This is an optimization exercise on Yosys and OpenROAD, whose aim is small area, a short achievable clock period and few clock cycles per item, not a production implementation. Only simulation tests tie the RTL to the original design; equivalence was not proved. No activity file was given, so power comes from the tool's default toggle rates.

==> job 1152 <==
// signed_integer_to_radix_digits_core
module signed_integer_to_radix_digits_core (
  input  wire logic        clk,
  input  wire logic        rst_n,
  input  wire logic        in_tvalid,
  output logic             in_tready,
  input  wire logic [31:0] in_tdata,      
  output logic             out_tvalid,
  input  wire logic        out_tready,
  output logic [7:0]       out_tdata,     
  output logic             out_tlast,
  input  wire logic        cfg_psel,
  input  wire logic        cfg_penable,
  input  wire logic        cfg_pwrite,
  input  wire logic [4:0]  cfg_paddr,
  input  wire logic [63:0] cfg_pwdata,
  output logic [63:0]      cfg_prdata,
  output logic             cfg_pready
);
  logic [LEN_W-1:0] base_length_r;
  logic [63:0]      symbols_low_r;
  logic [63:0]      symbols_high_r;
  logic [127:0]     symbols;
  logic             cfg_wr;
  logic             flush;
  logic [2:0]       rsel_r;
  assign cfg_pready = 1'b1;
  assign cfg_wr     = cfg_psel && cfg_penable && cfg_pwrite;
  assign flush      = !rst_n || cfg_wr;
  assign symbols    = {symbols_high_r, symbols_low_r};
  always_ff @(posedge clk) begin
    if (!rst_n) begin
      base_length_r  <= '0;
      symbols_low_r  <= '0;
      symbols_high_r <= '0;
    end else if (cfg_wr) begin
      case (cfg_paddr[4:3])
        2'd0: base_length_r  <= cfg_pwdata[LEN_W-1:0];
        2'd1: symbols_low_r  <= cfg_pwdata;
        2'd2: symbols_high_r <= cfg_pwdata;
        default: ;
      endcase
    end
  end
  always_ff @(posedge clk) begin
    rsel_r[0] <= (cfg_paddr[4:3] == 2'd0);
    rsel_r[1] <= (cfg_paddr[4:3] == 2'd1);
    rsel_r[2] <= (cfg_paddr[4:3] == 2'd2);
  end
  assign cfg_prdata = ({64{rsel_r[0]}} & {59'd0, base_length_r})
                    | ({64{rsel_r[1]}} & symbols_low_r)
                    | ({64{rsel_r[2]}} & symbols_high_r);
  logic       cf_m2, cf_m3, cf_m4, cf_odd, cf_ok;
  logic [2:0] cf_off;
  logic [3:0] cf_k0, cf_k1, cf_c0, cf_c1;
  always_ff @(posedge clk) begin
    logic [4:0] rr;
    logic [4:0] off;
  ...
clock: 12.0 ns
lec_check: 0
abc_area: 1
cap_margin: 20
core_margin: 2
core_utilization: 40
slew_margin: 20
run.sh (not shown) runs the stock make flow with config.mk's settings and CLKGATE_MAP_FILE= SYNTH_SCRIPT=/design/flow/synth_recipe.tcl, a recipe that flattens the netlist after the stock synthesis.
==> inputs of job 7463, as changes to job 1152 <==
--- a/flow/design.v
+++ b/flow/design.v
@@ -75,27 +75,24 @@
   output logic                      in_tready,
   input  wire logic [31:0]          in_tdata,
   input  wire logic [3:0]           cf_k0,        
   input  wire logic [3:0]           cf_k1,        
   input  wire logic [2:0]           cf_off,
   input  wire logic                 cf_odd,
-  input  wire logic [3:0]           cf_c0,        
-  input  wire logic [3:0]           cf_c1,        
   input  wire logic                 copy,         
   output logic                      res_v,
   output logic                      res_neg,
   output logic [NCELL*4-1:0]        cells
 );
   localparam int CW = NCELL * 4;
   function automatic logic [CW-1:0] dd_step(input logic [CW-1:0] c, input logic b,
                                              input logic [3:0] k0, input logic [3:0] k1,
-                                             input logic odd,
-                                             input logic [3:0] c0, input logic [3:0] c1);
+                                             input logic odd);
     logic [NCELL-1:0] g, p, gg, pp, gn, pn;
     logic [NCELL:0]   cy;
-    logic [3:0]       u, ke, s0, inc;
+    logic [3:0]       u;
     logic [CW-1:0]    r;
     for (int i = 0; i < NCELL; i++) begin
       u    = c[4*i +: 4];
       g[i] = u[3];
       p[i] = odd && (u == 4'd7);
     end
@@ -111,20 +108,14 @@
       gg = gn;
       pp = pn;
     end
     cy[0] = b;
     for (int i = 0; i < NCELL; i++) cy[i+1] = gg[i] | (pp[i] & b);
     for (int i = 0; i < NCELL; i++) begin
-      u      = c[4*i +: 4];
-      ke     = g[i] ? k1 : k0;
-      s0     = {u[2:0], 1'b0} + ke;
-      inc[0] = s0[0] ^ cy[i];
-      inc[1] = s0[1] ^ (cy[i] & s0[0]);
-      inc[2] = s0[2] ^ (cy[i] & s0[0] & s0[1]);
-      inc[3] = s0[3] ^ (cy[i] & s0[0] & s0[1] & s0[2]);
-      r[4*i +: 4] = p[i] ? (cy[i] ? c1 : c0) : inc;
+      u = c[4*i +: 4];
+      r[4*i +: 4] = {u[2:0], cy[i]} + (cy[i+1] ? k1 : k0);
     end
     dd_step = r;
   endfunction
   logic          m_busy, m_started, m_neg;
   logic [31:0]   m_r;
   logic [5:0]    m_cnt;
@@ -155,13 +146,13 @@
   assign step      = m_busy && !sk16 && !sk8 && !sk4 && (!res_v || copy);
   assign last_step = step && (m_cnt == 6'(KSTEP));
   assign m_load    = in_tvalid && in_tready;
   always_comb begin
     cells_run = cells;
     for (int k = 0; k < KSTEP; k++) begin
-      cells_run = dd_step(cells_run, abits[KSTEP-1-k], cf_k0, cf_k1, cf_odd, cf_c0, cf_c1);
+      cells_run = dd_step(cells_run, abits[KSTEP-1-k], cf_k0, cf_k1, cf_odd);
     end
     for (int i = 0; i < NCELL; i++) cells_first[4*i +: 4] = {1'b0, cf_off};
     cells_first[3:0] = 4'({1'b0, cf_off} + 4'(abits));
     cells_nxt = m_started ? cells_run : cells_first;
   end
   always_comb begin
@@ -428,13 +419,13 @@
   end
   assign cfg_prdata = ({64{rsel_r[0]}} & {59'd0, base_length_r})
                     | ({64{rsel_r[1]}} & symbols_low_r)
                     | ({64{rsel_r[2]}} & symbols_high_r);
   logic       cf_m2, cf_m3, cf_m4, cf_odd, cf_ok;
   logic [2:0] cf_off;
-  logic [3:0] cf_k0, cf_k1, cf_c0, cf_c1;
+  logic [3:0] cf_k0, cf_k1;
   always_ff @(posedge clk) begin
     logic [4:0] rr;
     logic [4:0] off;
     rr = (base_length_r == 5'd2 || base_length_r == 5'd4) ? 5'd16 :
          (base_length_r == 5'd3) ? 5'd9 : base_length_r;
     off = 5'd8 - ((rr + 5'd1) >> 1);
@@ -442,14 +433,12 @@
     cf_m3  <= (base_length_r == 5'd3);
     cf_m4  <= (base_length_r == 5'd4);
     cf_odd <= rr[0];
     cf_off <= off[2:0];
     cf_k0  <= 4'(5'd0 - off);
     cf_k1  <= 4'(5'd0 - off - rr);
-    cf_c0  <= 4'(5'd14 - off);
-    cf_c1  <= 4'(5'd15 - off - rr);
     cf_ok  <= (base_length_r >= 5'd2) && (base_length_r <= 5'd16);
   end
   logic                chk_busy, chk_done, chk_bad;
   logic [3:0]          chk_idx;
   logic [SYM_W-1:0]    sym_val;
   logic                copy, res_v, res_neg;
@@ -473,14 +462,12 @@
     .in_tready (in_tready),
     .in_tdata  (in_tdata),
     .cf_off    (cf_off),
     .cf_k0   (cf_k0),
     .cf_k1   (cf_k1),
     .cf_odd  (cf_odd),
-    .cf_c0   (cf_c0),
-    .cf_c1   (cf_c1),
     .copy    (copy),
     .res_v   (res_v),
     .res_neg (res_neg),
     .cells   (cells)
   );
   sird_back u_emit (
==> flow/flow/run.sh (new file) <==
#!/bin/bash
set -euo pipefail
bash standard.sh SETUP_SLACK_MARGIN=7 finish > standard_flow.log 2>&1
==> flow/standard.sh (new file) <==
#!/bin/bash
# synth_recipe.tcl (not shown) runs the flow's synth.tcl, then flattens the netlist and writes it again
# the make line also repeats each setting of config.mk as NAME=value (left out here)
make -C /OpenROAD-flow-scripts/flow DESIGN_CONFIG=/design/flow/config.mk WORK_HOME=/design/flow/orfs CLKGATE_MAP_FILE= SYNTH_SCRIPT=/design/flow/synth_recipe.tcl "${@:-finish}"
- ABC_AREA: 1 -> 0
- ABC_CLOCK_PERIOD_IN_PS: unset -> 5000
removed: flow/run.sh
==> comparison table <==
|  | job 1152 | job 7463 |
|---|---|---|
| Endpoint of the worst register-to-register path | u_conv.cells[51]$_SDFFCE_PN0P_ | u_conv.cells[39]$_SDFFCE_PN0P_ |
| Storage cell area | 0.00932 mm^2 | 0.00919 mm^2 |
| Highest routed layer | met4 | met5 |
| Delay contributed by the slowest stage of the critical path | 920 ps | 530 ps |
| Largest net degree at the start of global routing | 123 | 75 |
| Fraction of the mapped netlist area in compound gates | 20.0% | 16.5% |
| Biggest consumer | combinational cells | registers |
| Final cell count without fillers | 5085 | 3743 |
| Layout buffer count excluding clock buffers | 228 | 333 |
| Cell with the largest stage delay on the worst path | sky130_fd_sc_hd__dfxtp_1 | sky130_fd_sc_hd__mux4_2 |
| Critical Path Start | cf_k0[2]$_DFF_P_ | u_conv.m_r[31]$_DFFE_PP_ |
| Status | no timing/DRC/antenna violations | no timing/DRC/antenna violations |
| GR met2 Demand/Resource | 46.1% | 41.5% |
| Multi-input combinational cell area | 0.0172 mm^2 | 0.0159 mm^2 |
| Placement Rows | 98 | 91 |
| Critical path arrival | 6840 ps | 6430 ps |
| Transition time at the pin with the least slew margin | 1120 ps | 1060 ps |
| Syn Area/Cell | 7.21 um^2 | 9.45 um^2 |
| Multiplexer share of the synthesized area | 0.228% | 10.3% |
| Combinational share of power | 35.9% | 24.6% |
| Power Total | 0.00479 W | 0.00390 W |
| Worst Skew | 41.8 ps | 18.6 ps |
| CP Max Fanout | 12 | 5 |
| Post-place setup slack | 5650 ps | 4870 ps |
| Number of global-route vias before repair | 26900 | 21500 |
Testbench counts of job 1152, summed over its fixed seeds: cycles 28,469, items 2,048.
Testbench counts of job 7463, summed over its fixed seeds: cycles 28,469, items 2,048.

-- separate check: timing with driven ports --
The flow's constraints put no driver on any port. The routed layouts listed below were extracted and timed again, unchanged, in two steps. Step 1: set_driving_cell puts a clkbuf_16 on clk and a buf_2 on each other input, an assumption about the parent block. Step 2 moves the port delays by t, midway between the first and last clock arrival at a register: inputs arrive t later, outputs are due t later. That takes back most of the time a late clock gives input paths. a / b / c = ideal / step 1 / step 2; a / b = the first two.
run	shift t [ns]	setup WS [ns]	worst setup path at the end
job 1152	0.668	5.540 / 5.540 / 5.540	register to register
job 7463	0.627	5.873 / 5.873 / 5.873	register to register
After both steps every run listed still meets setup and hold.
